From an optimization exercise on the open Yosys and OpenROAD flow, aimed at small area and a short achievable clock period; shortcuts taken in it are not production practice.
Only simulation tests tie the RTL to the original design; equivalence was not proved.

==> flow/design.v (outline; a module is shown in full before it is edited, if it fits) <==
// module sidAudioPath: 1942 lines
module sidAudioPath (
  input  logic               clk,
  input  logic               rst,
  input  logic               sampleValid,
  input  logic signed [11:0] voice0,
  input  logic signed [11:0] voice1,
  input  logic signed [11:0] voice2,
  input  logic [7:0]         env0,
  input  logic [7:0]         env1,
  input  logic [7:0]         env2,
  input  logic [2:0]         filterRoute,
  input  logic [1:0]         mode,
  input  logic [15:0]        coef,
  input  logic [3:0]         volume,
  output logic signed [15:0] audioOut,
  output logic               audioValid
);
  // ...
==> flow/flow/run.sh <==
#!/bin/bash
# The standard layout with two changes in how it is made (the SDC is unchanged):
#  - after the standard synthesis, flow/invopt.py re-places the netlist's inverters around
#    its full adders (a full adder is self-dual, so each may compute the complements of its
#    outputs from complemented inputs); registers and all other cells are left as they are;
#  - the resizer's setup repair aims at a shorter period than the 20 ns constraint: paths
#    with less than MARGIN ns of slack are sized up and buffered.
set -euo pipefail
MARGIN=$(cat flow/margin.txt)
R=orfs/results/sky130hd/sidAudioPath/base
bash standard.sh synth > synth.log 2>&1
cp $R/1_2_yosys.v $R/1_2_yosys_std.v
python3 flow/invopt.py $R/1_2_yosys_std.v $R/1_2_yosys.v > invopt.log 2>&1
touch $R/1_2_yosys.v
bash standard.sh SETUP_SLACK_MARGIN=$MARGIN finish > standard.log 2>&1
==> flow/flow/invopt.py <==
#!/usr/bin/env python3
"""Re-place the inverters of a flat sky130 gate-level netlist around its full adders.
A full adder is self-dual: FA(~a, ~b, ~c) = (~cout, ~sum). Every inverter is taken out,
each full adder gets a polarity (1: it computes the complement of its original outputs
from complemented inputs), and one inverter is put back per net whose loads need the
other polarity. Polarities are chosen to need as few inverters as possible.
usage: invopt.py IN.v OUT.v"""
import re, sys, collections, random

src = open(sys.argv[1]).read()
m = re.search(r'^module .*?;\n', src, re.S | re.M)
endm = src.rindex('endmodule')
body = src[m.end():endm]
cell_re = re.compile(r'^\s*(sky130_fd_sc_hd__\w+)\s+(\S+)\s*\((.*?)\);\s*$', re.S | re.M)
pin_re = re.compile(r'\.(\w+)\(\s*(.*?)\s*\)(?=\s*,|\s*$)', re.S)
cells = []
last = 0
parts = []
for cm in cell_re.finditer(body):
    parts.append(body[last:cm.start()])
    last = cm.end()
    pins = {}
    for pm in pin_re.finditer(cm.group(3)):
        pins[pm.group(1)] = pm.group(2).strip()
    cells.append([cm.group(1), cm.group(2), pins])
rest = "".join(parts) + body[last:]
assert "assign" not in rest, "assign statements not handled"
decl_lines = [l for l in rest.split("\n") if l.strip()]

OUTPINS = {"X", "Y", "Q", "Q_N", "SUM", "COUT", "HI", "LO"}
def is_inv(c): return re.match(r'sky130_fd_sc_hd__(clk)?inv_\d+$', c[0]) is not None
def is_fa(c): return re.match(r'sky130_fd_sc_hd__fa_\d+$', c[0]) is not None

outports = set()
for l in decl_lines:
    mm = re.match(r'\s*output\s+(\[(\d+):(\d+)\]\s+)?(\S+);', l)
    if mm:
        if mm.group(1):
            for i in range(int(mm.group(3)), int(mm.group(2)) + 1):
                outports.add(f"{mm.group(4)}[{i}]")
        else:
            outports.add(mm.group(4))

driver = {}
for i, c in enumerate(cells):
    for p, n in c[2].items():
        if p in OUTPINS: driver[n] = (i, p)

def root(net):
    """(root net, parity) through inverter chains"""
    q = 0
    seen = 0
    while True:
        d = driver.get(net)
        if d is None or not is_inv(cells[d[0]]): return net, q
        net = cells[d[0]][2]["A"]; q ^= 1
        seen += 1
        assert seen < 100

# pins: (cell index or None for an output port, pin, root, parity)
pins = []
for i, c in enumerate(cells):
    if is_inv(c): continue
    for p, n in c[2].items():
        if p in OUTPINS: continue
        r, q = root(n)
        pins.append((i, p, r, q))
# output ports: the port net itself may be driven by an inverter
port_pins = []
for o in outports:
    r, q = root(o)
    if r != o:
        port_pins.append((o, r, q))

fa_idx = [i for i, c in enumerate(cells) if is_fa(c)]
pol = {i: 0 for i in fa_idx}
def rootpol(r):
    d = driver.get(r)
    if d is None: return 0
    return pol.get(d[0], 0)

# per root: list of (consumer fa or None, parity)
by_root = collections.defaultdict(list)
for (i, p, r, q) in pins:
    by_root[r].append((i if i in pol else None, q))
for (o, r, q) in port_pins:
    by_root[r].append((None, q))
roots_of_fa = collections.defaultdict(set)
for r, lst in by_root.items():
    d = driver.get(r)
    if d is not None and d[0] in pol: roots_of_fa[d[0]].add(r)
    for (f, q) in lst:
        if f is not None: roots_of_fa[f].add(r)

def root_cost(r):
    rp = rootpol(r)
    need = [q ^ (pol[f] if f is not None else 0) ^ rp for (f, q) in by_root[r]]
    return 1 if any(need) else 0

def total():
    return sum(root_cost(r) for r in by_root)

best = total()
start = best
random.seed(1)
cur = best
bestpol = dict(pol)
T = 1.0
for step in range(200000):
    f = random.choice(fa_idx)
    rs = roots_of_fa[f]
    before = sum(root_cost(r) for r in rs)
    pol[f] ^= 1
    after = sum(root_cost(r) for r in rs)
    d = after - before
    if d <= 0 or random.random() < pow(2.718, -d / T):
        cur += d
        if cur < best:
            best = cur; bestpol = dict(pol)
    else:
        pol[f] ^= 1
    T = max(0.05, 1.0 * (1 - step / 150000))
pol = bestpol
final = total()
print(f"inverters: {sum(1 for c in cells if is_inv(c))} -> {final} (root model {start} -> {final})", file=sys.stderr)

# rebuild: drop all inverters; flipped FAs keep their nets (which now carry complements)
out_cells = []
new_wires = []
inv_for = {}
def inv_net(r):
    if r not in inv_for:
        n = f"_invq{len(inv_for)}_"
        new_wires.append(n)
        inv_for[r] = n
        out_cells.append(["sky130_fd_sc_hd__inv_1", f"_invqc{len(inv_for)}_", {"A": r, "Y": n}])
    return inv_for[r]
for i, c in enumerate(cells):
    if is_inv(c): continue
    nc = [c[0], c[1], dict(c[2])]
    for p, n in c[2].items():
        if p in OUTPINS: continue
        r, q = root(n)
        need = q ^ (pol[i] if i in pol else 0) ^ rootpol(r)
        nc[2][p] = inv_net(r) if need else r
    out_cells.append(nc)
# output ports driven through inverters: drive them from an inverter or a buffer-free net
port_fix = []
for (o, r, q) in port_pins:
    need = q ^ rootpol(r)
    # the port net must carry r ^ q; build it from r
    if need:
        out_cells.append(["sky130_fd_sc_hd__inv_1", f"_invqp_{len(port_fix)}_", {"A": r, "Y": o}])
    else:
        out_cells.append(["sky130_fd_sc_hd__buf_1", f"_invqp_{len(port_fix)}_", {"A": r, "X": o}])
    port_fix.append(o)
# a root that is itself an output port of a flipped FA would change the port's value
for o in outports:
    d = driver.get(o)
    assert not (d and d[0] in pol and pol[d[0]]), "flipped FA drives an output port"

out = [src[:m.end()]]
out += decl_lines
out += [f"  wire {w};" for w in new_wires]
for c in out_cells:
    pl = ",\n".join(f"    .{p}({n}{' ' if n.startswith(chr(92)) else ''})" for p, n in c[2].items())
    out.append(f"  {c[0]} {c[1]} (\n{pl}\n  );")
out.append("endmodule\n")
open(sys.argv[2], "w").write("\n".join(out))
==> flow/flow/margin.txt <==
14.5
==> flow/standard.sh <==
#!/bin/bash
# synth_recipe.tcl (not shown) runs the flow's synth.tcl, then flattens the netlist and writes it again
# the make line also repeats each setting of config.mk as NAME=value (left out here)
make -C /OpenROAD-flow-scripts/flow DESIGN_CONFIG=/design/flow/config.mk WORK_HOME=/design/flow/orfs CLKGATE_MAP_FILE= SYNTH_SCRIPT=/design/flow/synth_recipe.tcl "${@:-finish}"
==> flow/config.mk <==
export PLATFORM = sky130hd
export DESIGN_NAME = sidAudioPath
export DESIGN_NICKNAME = sidAudioPath
export VERILOG_FILES = /design/flow/design.v
export SDC_FILE = /design/flow/constraint.sdc
export NUM_CORES = 4
export LEC_CHECK = 0
export CAP_MARGIN = 20
export CORE_MARGIN = 2
export CORE_UTILIZATION = 40
export SLEW_MARGIN = 20
==> flow/constraint.sdc <==
create_clock -name core_clock -period 20.0 [get_ports {clk}]
set_input_delay 4.0000 -clock core_clock [delete_from_list [all_inputs] [get_ports {clk}]]
set_output_delay 4.0000 -clock core_clock [all_outputs]
set_load 0.01 [all_outputs]
==> flow_summary.toml, run 1 <==
[status]
status = "finished clean"

[final_layout]
seq_share = 0.154
areaGrowthSynthToFinish_pct = 17.2
final_util = 0.471
fillers = 9330
layout.area.seq_um2 = 7260
multiInputGateArea_um2 = 31700
area_share_nonclk_buffers = 0.0751
clk_share = 0.0307
largest_class = "multi-input gates"
n_all_buffers = 400

[drt]
wl_per_cell_um = 18.8
post-route-drc-count = 0
wirelength_um = 111000
dr_total_vias = 32100

[global_routing]
overflow = 0
grt_use_met1 = 0.289
grt_use_met2 = 0.348
met3_usage = 0.0360

[sta]
setup-tns-final_ns = 0

[critical_path]
endpoint_kind = "flop"
crit_slowest_cell = "fa_1"
crit_chain = "clkinvlp_4, buf_4, xnor2_1, fa_1, fa_1, fa_1, fa_1, inv_2, ha_4, maj3_2, o211ai_1, o211ai_1, and2_4, o41a_4, xor2_4, a21boi_4, buf_6, a211oi_2, a211o_1, a22o_1"
cp-startpoint = "kb_neg[2]$_DFF_P_"
crit_top_cell = "fa_1"

[clock_tree]
post_cts_buffers = 185
cts_max_path_buffers = 3
post_cts_resized = 228
cts-root-buf = "clkbuf_16"
postCtsHoldBufs = 0
tritoncts = "done"

[min_path]
whs_path_depth = 0
min_to = "D4[13]$_DFF_P_"

[placed_design]
hpwl_um = 81300

[die]
design.die.area_um2 = 103000
==> run 2: changes to the inputs <==
==> flow/flow/margin.txt (replaced) <==
14
==> run 2 against run 1 <==
Effect of this change: sequential share of layout area rose by 0.31 points; routed wire length fell by 3.0%; cell area fell by 2.5%; hold slack improved by 0.0065 ns; register-to-register slack got worse by 0.02 ns; via count fell by 1.5%; worst setup slack got worse by 0.024 ns.
==> flow_summary.toml, run 2 <==
[status]
status = "finished clean"

[die]
design.die.area_um2 = 103000
die_w_um = 321
start_util = 0.402
rows = 116
coreArea_um2 = 99700
ios = 105
die_h_um = 321

[critical_path]
critPathKind = "reg -> reg"
critPathLaunchType = "flop"
endpoint_kind = "flop"
cp.arrival_ns = 6.52
required_ns = 20.49
slowest_delay_ns = 0.58
r2r_slack_ns = 13.97
crit_chain = "buf_12, a22oi_2, xnor2_2, fa_2, inv_2, fa_2, fa_2, fa_1, fa_2, inv_2, ha_4, maj3_2, o211ai_1, a21o_1, a31oi_4, o32a_1, a21oi_2, nor2_4, clkbuf_4, a221oi_2, a211oi_1, a2111oi_2"
cp_max_fo = 9
crit_top_cell = "fa_2"
crit_slowest_cell = "fa_2"

[global_routing]
grt_use_met2 = 0.341
grt_pass1_wl_um = 172000
met3_usage = 0.0239
grt_busiest_layer = "met2"
grt_pass1_vias = 31400
antenna_found_initial = 2
grt_usage = 0.206
grt_max_degree = 33
grt_use_met1 = 0.286
overflow = 0

[placed_design]
place_congestion = 0.902
dp_cells = 5598
io_buffers = 104
hpwl_um = 81200
pre_cts_ws_ns = 12.99

[clock_tree]
worstSkewPairLatency_ns = 0.63
postCtsHoldBufs = 0
cts.sinks = 352
cts-buffers-inserted = 44
cts_max_level = 2
cts_max_path_buffers = 3
path_clk_slew_ns = 0.06
cts-root-buf = "clkbuf_16"
tritoncts = "done"

[final_layout]
multiInputGateArea_um2 = 31300
regMostFlops = "X4"
largest_reg_flops = 33
layoutNonFillerInstCount = 5811
layout.area.seq_um2 = 7230
drive_gt1_frac = 0.115
layout.nets = 5353
areaGrowthSynthToFinish_pct = 14.3
final_cell_mix = "xnor2_1, ha_1, fa_1, inv_1, a22oi_1"
final_common_cell = "xnor2_1"
fillers = 9556

[drt]
drt-initial-drc-count = 2486
postRouteAntennaNets = 0
wl_per_cell_um = 18.6
firstDrtPassIters = 6
wirelength_um = 108000
dr_total_vias = 31600
vias_per_cell = 5.44
post-route-drc-count = 0

[sta]
maxSlewViolCount = 0
hold_ws_ns = 0.323
finalSetupViolations = 0
rsz0062_at_grt = "yes"
slew_headroom = 0.279
post-route-min-period_ns = 6.03
fin_crit_sh = 0.302
hold_viol = 0
setup_slack_ns = 13.97
setup-tns-final_ns = 0
worst_slew_pin_slew_ns = 1.08
skew_ns = 0.0404
fmax_mhz = 166

[logic_synthesis]
yosys_warnings = 1
syn_avg_cell_area_um2 = 9.07
syn-cell-area_um2 = 40100
netlist_instances = 4421
synth_nets = 5296

[job]
timing.max_cap.violations = 0

[min_path]
hold_class = "reg -> reg"
==> run 2: stage by stage <==
| stage | utilization | instance area, µm² |
|---|---|---|
| 6_report | 0.460 | 45900 |
| 5_1_grt | 0.460 | 45900 |
| 4_1_cts | 0.451 | 44900 |
| 3_5_place_dp | 0.423 | 42100 |
| 3_3_place_gp | 0.423 | 42100 |
| 2_1_floorplan | - | 40200 |
==> run 2: final cells by class <==
type                    instances  area share
diodes                          1   0.0000546
clock buffers                  52      0.0253
flip-flops and latches        352       0.158
well taps                    1298      0.0354
repair buffers                289      0.0576
clock inverters                28     0.00909
multi-input cells            3415       0.683
inverters                     376      0.0321
==> run 2: path summary, 6_finish.rpt <==
kind	startpoint	endpoint	depth (start not counted)
hold reg to reg	D3[14]$_DFF_P_	D4[14]$_DFF_P_	0
setup / recovery	lp[7]$_SDFFE_PP0P_	lp[11]$_SDFFE_PP0P_	22
setup reg to reg	lp[7]$_SDFFE_PP0P_	lp[11]$_SDFFE_PP0P_	22
hold / removal	D3[14]$_DFF_P_	D4[14]$_DFF_P_	0
==> run 2: per-layer routing <==
metal,part of all wire,routed length (µm),up-vias
li1,-,-,15100
met1,0.46,49200,15400
met2,0.47,50700,928
met3,0.053,5740,132
met4,0.021,2260,4
met5,0.00023,25,-
==> run 2: critical path, delay by kind of cell (launching register included) <==
| family | cells | cell delay, ns |
|---|---|---|
| AOI/OAI and AO/OA | 9 | 2.13 |
| xor gates and xnor gates | 1 | 0.10 |
| and+or+nand+nor | 1 | 0.09 |
| adders and majority gates | 7 | 2.82 |
| DFF | 1 | 0.35 |
| buffers and inverters | 4 | 0.43 |
==> run 2: timing repair <==
action | CTS | global route
cloned | 2 | 1
setup buffers | 73 | 56
setup endpoints to repair | 35 | 26
pin swaps | 28 | 53
gates resized for setup | 191 | 113
==> run 3: changes to the inputs <==
--- a/flow/config.mk
+++ b/flow/config.mk
@@ -5,6 +5,7 @@
 export SDC_FILE = /design/flow/constraint.sdc
 export NUM_CORES = 4
 export LEC_CHECK = 0
+export ABC_AREA = 1
 export CAP_MARGIN = 20
 export CORE_MARGIN = 2
 export CORE_UTILIZATION = 40
==> run 3 against run 2 <==
Effect of this change: synthesized cell count rose by 19%; register-to-register slack better by 0.27 ns; clock skew increased by 0.0025 ns; utilization fell by 0.21 points; critical path type unchanged.
==> flow_summary.toml, run 3 <==
[status]
status = "finished clean"

[critical_path]
reg2reg_to = "X4[32]$_DFF_P_"
cp.buffers_inverters = 6
crit_chain = "buf_6, inv_1, nor2_1, buf_4, clkinvlp_4, xor2_1, fa_1, inv_1, fa_1, fa_1, fa_1, fa_1, ha_1, a21oi_1, inv_1, a21oi_1, o2111ai_1, nand2_1, nand2_1, a21oi_1, xor2_1"
crit_top_cell = "fa_1"
cp.arrival_ns = 6.28
critPathKind = "reg -> reg"
crit_family = "adder cells"
slowest_delay_ns = 0.56
required_ns = 20.51
critPathLaunchType = "flop"
cp_max_fo = 22
r2r_slack_ns = 14.24
worstRegToRegCells = 21
r2r_start = "coef_r[15]$_DFF_P_"
endpoint_kind = "flop"
crit_slowest_cell = "fa_1"

[global_routing]
grt_max_degree = 33
grt_usage = 0.224
grt_pass1_wl_um = 192000
overflow = 0
antenna_found_initial = 0
grt_pass1_vias = 35600

[final_layout]
layout.area.seq_um2 = 7090
fillers = 10200
final_cell_mix = "nand2_1, inv_1, xor2_1, fa_1, ha_1"
regMostFlops = "X4"
largest_reg_flops = 33
areaGrowthSynthToFinish_pct = 13.5
n_antenna_cell = 0
drive_gt1_frac = 0.0825
layoutNonFillerInstCount = 6833
final_common_cell = "nand2_1"
multiInputGateArea_um2 = 30200
layout.nets = 6305

[drt]
firstDrtPassIters = 8
wl_per_cell_um = 17.7
wirelength_um = 121000
drt-initial-drc-count = 2684
postRouteAntennaNets = 0
post-route-drc-count = 0
vias_per_cell = 5.24
dr_total_vias = 35800

[placed_design]
dp_cells = 6585
place_congestion = 0.929
hpwl_um = 92800
io_buffers = 104

[sta]
slew_headroom = 0.346
maxSlewViolCount = 0
skew_ns = 0.0429
fmax_mhz = 173
rsz0062_at_grt = "no"
hold_viol = 0
fin_crit_sh = 0.288
setup-tns-final_ns = 0
finalSetupViolations = 0
worst_slew_pin_slew_ns = 0.979
post-route-min-period_ns = 5.76

[min_path]
hold_class = "reg -> reg"
worstHoldStart = "D4[0]$_DFF_P_"
whs_path_depth = 0
min_to = "D5[0]$_DFF_P_"

[die]
coreArea_um2 = 102000
die_h_um = 325
design.die.area_um2 = 105000
ios = 105
die_w_um = 325
start_util = 0.403
rows = 117

[job]
timing.max_cap.violations = 0

[clock_tree]
postCtsHoldBufs = 0
cts_max_path_buffers = 3
cts_max_level = 2
cts.sinks = 352
worstSkewPairLatency_ns = 0.63
cts-root-buf = "clkbuf_16"
cts-buffers-inserted = 44
tritoncts = "done"
path_clk_slew_ns = 0.06

[logic_synthesis]
synth_nets = 6150
syn_avg_cell_area_um2 = 7.79
yosys_warnings = 1
netlist_instances = 5275
syn-cell-area_um2 = 41100
run 3: worst max path at each step:
stage / cells after the start / endpoint / from
2_1_floorplan: 21 / X4[30]$_DFF_P_ / coef_r[5]$_DFF_P_
3_3_place_gp: 21 / X4[30]$_DFF_P_ / coef_r[1]$_DFF_P_
3_5_place_dp: 21 / X4[32]$_DFF_P_ / coef_r[1]$_DFF_P_
4_1_cts: 31 / lp[10]$_SDFFE_PP0P_ / coef_r[0]$_DFF_P_
5_1_grt: 21 / X4[30]$_DFF_P_ / coef_r[2]$_DFF_P_
6_report: 21 / X4[32]$_DFF_P_ / coef_r[15]$_DFF_P_
run 3: cell type report:
type,instances,area share
well taps,1368,0.0367
repair inverters,9,0.00107
clock buffers,52,0.0249
flip-flops and latches,352,0.152
repair buffers,298,0.0567
multi-input cells,3852,0.647
clock inverters,29,0.00832
inverters,873,0.0738
run 3: timing repair:
item	CTS	global route
buffers inserted	55	101
hold endpoints to repair	0	0
cloned	3	7
pin swaps	0	8
endpoints found under the setup margin	33	28
resized for setup	27	111
run 3: per-stage QoR:
step	cell area, µm²	worst slack (ns)	util	hold WS (ns)
after global placement	43300	13.31	0.425	0.310
after detailed placement	43300	13.24	0.425	0.312
final	46600	14.24	0.458	0.293
after floorplan	41100	14.40	-	0.310
after CTS	45400	13.96	0.445	0.275
after global routing	46600	13.97	0.458	0.288
run 3: layer usage:
| metal | GRT usage | vias to the layer above | wire length [µm] |
|---|---|---|---|
| met3 | 0.0365 | 266 | 8590 |
| met4 | 0.0718 | 0 | 4130 |
| li1 | - | 17400 | - |
| met1 | 0.297 | 16900 | 53000 |
| met2 | 0.372 | 1250 | 55300 |
| met5 | 0 | - | 0 |
==> run 4: changes to the inputs <==
==> flow/flow/margin.txt (replaced) <==
14.5
==> run 4 against run 3 <==
Effect of this change: still clean on timing, DRC and antenna; clock-buffer cell count rose by 3; synthesized cell count did not move; cell count rose by 1.1%; area after synthesis did not move; register-to-register slack improved by 0.38 ns; critical path depth fell by 20; clock skew rose by 0.0034 ns; via count rose by 1.9%; sequential share of layout area fell by 0.38 points; largest cell class unchanged; highest routed layer unchanged.
==> flow_summary.toml, run 4 <==
[status]
status = "finished clean"

[die]
die_h_um = 325
coreArea_um2 = 102000
ios = 105
start_util = 0.403
design.die.area_um2 = 105000
die_w_um = 325
rows = 117

[drt]
wirelength_um = 127000
post-route-drc-count = 0
drt-initial-drc-count = 3303
firstDrtPassIters = 6
wl_per_cell_um = 18.4
dr_total_vias = 36500
vias_per_cell = 5.29
postRouteAntennaNets = 0

[final_layout]
multiInputGateArea_um2 = 30900
largest_reg_flops = 33
fillers = 10100
drive_gt1_frac = 0.126
layout.area.seq_um2 = 7160
fin_area_um2 = 48300
regMostFlops = "X4"
final_common_cell = "nand2_1"
areaGrowthSynthToFinish_pct = 17.5
layout.nets = 6378
n_antenna_cell = 0
final_cell_mix = "nand2_1, inv_1, xor2_1, ha_1, fa_1"

[sta]
skew_ns = 0.0463
fin_crit_sh = 0.272
setup-tns-final_ns = 0
post-route-min-period_ns = 5.45
hold_ws_ns = 0.320
setup_slack_ns = 14.55
worst_slew_pin_slew_ns = 0.965
hold_viol = 0
slew_headroom = 0.354
rsz0062_at_grt = "yes"
finalSetupViolations = 0
fmax_mhz = 183
maxSlewViolCount = 0

[placed_design]
pre_cts_ws_ns = 13.59
io_buffers = 104
post_dp_cell_area_um2 = 43300
place_congestion = 0.967
hpwl_um = 95300

[global_routing]
antenna_found_initial = 0
overflow = 0
grt_usage = 0.233
grt_pass1_vias = 35900
grt_max_degree = 33
grt_pass1_wl_um = 198000

[critical_path]
cp.buffers_inverters = 1
crit_slowest_cell = "clkdlybuf4s50_1"
slowest_delay_ns = 0.53
cp.arrival_ns = 1.45
critPathLaunchType = "flop"
critPathKind = "reg -> out"
crit_family = "buffers and inverters"
crit_chain = "clkdlybuf4s50_1"
endpoint_kind = "primary output"
required_ns = 16.00
cp_max_fo = 1

[clock_tree]
cts_max_level = 2
cts.sinks = 352
cts-buffers-inserted = 44
worstSkewPairLatency_ns = 0.63
path_clk_slew_ns = 0.07
cts_max_path_buffers = 3
cts-root-buf = "clkbuf_16"
tritoncts = "done"

[logic_synthesis]
synth_nets = 6150
syn-cell-area_um2 = 41100
yosys_warnings = 1
netlist_instances = 5275
syn_avg_cell_area_um2 = 7.79

[min_path]
hold_class = "reg -> reg"

[job]
timing.max_cap.violations = 0
[run 4: timing repair]
item,4_1_cts,5_1_grt
hold buffers,0,0
setup endpoints to repair,47,36
cloned,7,7
buffers inserted,147,76
gates resized for setup,168,252
pin swaps,10,83
[run 4: layout make-up]
cell class | count | area share
Clock buffer | 55 | 0.0249
Clock inverter | 25 | 0.00567
Inverter | 873 | 0.0725
Multi-Input combinational cell | 3851 | 0.640
Sequential cell | 352 | 0.148
Tap cell | 1368 | 0.0354
Timing Repair Buffer | 371 | 0.0721
Timing Repair inverter | 10 | 0.00129
[run 4: layer usage]
| layer | routed length (µm) | global-route usage |
|---|---|---|
| met1 | 54700 | 0.309 |
| met2 | 58300 | 0.384 |
| met3 | 9150 | 0.0383 |
| met4 | 5200 | 0.0784 |
| met5 | 0 | 0 |
[run 4: worst paths after layout]
path	from	end	slack, ns	cells after the start
hold / removal	D4[3]$_DFF_P_	D5[3]$_DFF_P_	0.32	0
hold reg to reg	D4[3]$_DFF_P_	D5[3]$_DFF_P_	0.32	0
setup / recovery	audioValid$_DFF_P_	audioValid	14.55	1
setup reg to reg	coef_r[5]$_DFF_P_	X4[30]$_DFF_P_	14.62	22
[run 4: metrics by stage]
| step | instances | utilization |
|---|---|---|
| floorplan | 5275 | - |
| global placement | 6585 | 0.425 |
| detailed placement | 6588 | 0.425 |
| CTS | 6822 | 0.457 |
| global route | 6905 | 0.474 |
| finish | 6905 | 0.474 |
==> run 5: changes to the inputs <==
--- a/flow/flow/run.sh
+++ b/flow/flow/run.sh
@@ -12,4 +12,4 @@
 cp $R/1_2_yosys.v $R/1_2_yosys_std.v
 python3 flow/invopt.py $R/1_2_yosys_std.v $R/1_2_yosys.v > invopt.log 2>&1
 touch $R/1_2_yosys.v
-bash standard.sh SETUP_SLACK_MARGIN=$MARGIN finish > standard.log 2>&1
+bash standard.sh SETUP_SLACK_MARGIN=$MARGIN "BUFFER_PORTS_ARGS=-buffer_cell sky130_fd_sc_hd__buf_2" finish > standard.log 2>&1
==> flow/flow/margin.txt (replaced) <==
14
--- a/flow/config.mk
+++ b/flow/config.mk
@@ -5,7 +5,6 @@
 export SDC_FILE = /design/flow/constraint.sdc
 export NUM_CORES = 4
 export LEC_CHECK = 0
-export ABC_AREA = 1
 export CAP_MARGIN = 20
 export CORE_MARGIN = 2
 export CORE_UTILIZATION = 40
==> run 5 against run 4 <==
Effect of this change: critical path depth increased by 21; flip-flop and latch count unchanged; register-to-register slack got worse by 0.65 ns; still clean.
==> flow_summary.toml, run 5 <==
[global_routing]
overflow = 0
grt_pass1_vias = 31200
grt_usage = 0.208
grt_pass1_wl_um = 172000
grt_max_degree = 33
antenna_found_initial = 5

[final_layout]
areaGrowthSynthToFinish_pct = 13.5
fin_area_um2 = 45500
final_util = 0.457
largest_reg_flops = 33
layout.area.seq_um2 = 7220
drive_gt1_frac = 0.142
multiInputGateArea_um2 = 31300
fillers = 9538
layout.nets = 5371
layoutNonFillerInstCount = 5830
final_common_cell = "xnor2_1"
final_cell_mix = "xnor2_1, ha_1, fa_1, inv_1, a22oi_1"
regMostFlops = "X4"

[placed_design]
dp_cells = 5592
io_buffers = 104
post_dp_cell_area_um2 = 41600
place_congestion = 0.896
pre_cts_ws_ns = 13.04
hpwl_um = 81000

[critical_path]
r2r_slack_ns = 13.97
slowest_delay_ns = 0.59
critPathLaunchType = "flop"
worstRegToRegCells = 22
cp.arrival_ns = 6.53
cp-startpoint = "lp[12]$_SDFFE_PP0P_"
crit_slowest_cell = "fa_1"
crit_top_cell = "fa_2"
required_ns = 20.50
crit_chain = "buf_12, a22oi_2, xnor2_1, fa_2, inv_1, fa_2, fa_2, fa_2, fa_1, inv_2, ha_4, maj3_2, o211ai_1, o211ai_1, and2_4, o41a_4, xor2_4, buf_6, a21boi_4, a211oi_1, a211o_1, a22o_1"
critPathKind = "reg -> reg"
cp_max_fo = 10
reg2reg_to = "lp[3]$_SDFFE_PP0P_"
endpoint_kind = "flop"
r2r_start = "lp[12]$_SDFFE_PP0P_"
crit_end = "lp[3]$_SDFFE_PP0P_"

[status]
status = "finished clean"

[drt]
wirelength_um = 108000
dr_total_vias = 31400
post-route-drc-count = 0
drt-initial-drc-count = 2343
vias_per_cell = 5.39
wl_per_cell_um = 18.5
postRouteAntennaNets = 0
firstDrtPassIters = 6

[sta]
worst_slew_pin_slew_ns = 1.07
hold_viol = 0
rsz0062_at_grt = "yes"
maxSlewViolCount = 0
skew_ns = 0.0365
hold_ws_ns = 0.325
setup-tns-final_ns = 0
finalSetupViolations = 0
fin_crit_sh = 0.302
setup_slack_ns = 13.97
slew_headroom = 0.283
fmax_mhz = 166
post-route-min-period_ns = 6.03

[die]
design.die.area_um2 = 103000
start_util = 0.402
die_w_um = 321
die_h_um = 321
coreArea_um2 = 99700
ios = 105
rows = 116

[logic_synthesis]
yosys_warnings = 1
syn_avg_cell_area_um2 = 9.07
syn-cell-area_um2 = 40100
synth_nets = 5296
netlist_instances = 4421

[clock_tree]
tritoncts = "done"
cts_max_path_buffers = 3
postCtsHoldBufs = 0
cts.sinks = 352
cts-buffers-inserted = 44
cts-root-buf = "clkbuf_16"
path_clk_slew_ns = 0.06
worstSkewPairLatency_ns = 0.64
cts_max_level = 2

[min_path]
whs_path_depth = 0
hold_class = "reg -> reg"

[job]
timing.max_cap.violations = 0
==> run 5: cell count changes in the layout (fill, tap and decap cells not counted), sizes merged, moves of 122 or more <==
cell	delta
a22oi	+354
and2	+122
inv	-457
nand2	-695
o22ai	-358
xnor2	+394
xor2	-346
==> run 5: layout make-up <==
type	instances	share of cell area
flip-flops and latches	352	0.159
well taps	1298	0.0357
multi-input cells	3415	0.688
clock buffers	57	0.0268
diodes	2	0.000110
repair buffers	307	0.0507
inverters	376	0.0323
clock inverters	23	0.00728
==> run 5: per-layer routing <==
layer / global-route usage / wire length [µm] / vias up
met5: 0 / 24 / -
met4: 0.0514 / 2670 / 4
met3: 0.0280 / 5950 / 163
met2: 0.337 / 49600 / 875
met1: 0.293 / 49700 / 15200
li1: - / - / 15200
==> run 5: worst min path at each step <==
stage | startpoint | end
after global routing | D4[14]$_DFF_P_ | D5[14]$_DFF_P_
after CTS | D3[0]$_DFF_P_ | D4[0]$_DFF_P_
after detailed placement | D3[0]$_DFF_P_ | D4[0]$_DFF_P_
after global placement | D3[0]$_DFF_P_ | D4[0]$_DFF_P_
final | D3[5]$_DFF_P_ | D4[5]$_DFF_P_
after floorplan | D3[0]$_DFF_P_ | D4[0]$_DFF_P_
==> run 5: timing repair <==
item,in CTS,in global routing
endpoints found under the setup margin,35,29
pin swaps,32,41
buffers inserted,105,48
resized for setup,180,120
gates cloned,3,0
==> run 5: worst max-delay path: cells and delay by family, from the launching register on <==
kind | cells | cell delay, ns
xor+xnor | 2 | 0.28
compound gates | 8 | 1.88
fa+ha+maj | 7 | 2.77
buf+inv | 4 | 0.46
simple gates | 1 | 0.21
flops | 1 | 0.34

-- what the ideal ports hide --
In the flow no input, the clock included, has a driving cell. The finished layouts below were timed again as built, in two steps. Step 1 assumes that a clkbuf_16 drives the clock port and a buf_2 every other input. Step 2, shift: input delay + t, output delay - t, t = (earliest + latest rising clock arrival at the registers) / 2. This alone moves slack from input paths to output paths. Slacks: ideal / step 1 / step 2; pairs: ideal / step 1.
| run | t, ns | setup WS [ns] | clock arrival spread, ns |
|---|---|---|---|
| run 1 | 0.672 | 13.991 / 13.991 / 13.991 | 0.022 / 0.022 |
| run 2 | 0.676 | 13.968 / 13.968 / 13.968 | 0.043 / 0.043 |
| run 3 | 0.682 | 14.236 / 14.236 / 14.236 | 0.043 / 0.043 |
| run 4 | 0.679 | 14.550 / 14.477 / 14.618 | 0.050 / 0.051 |
| run 5 | 0.684 | 13.968 / 13.968 / 13.968 | 0.044 / 0.044 |
After both steps every run listed still meets setup and hold.
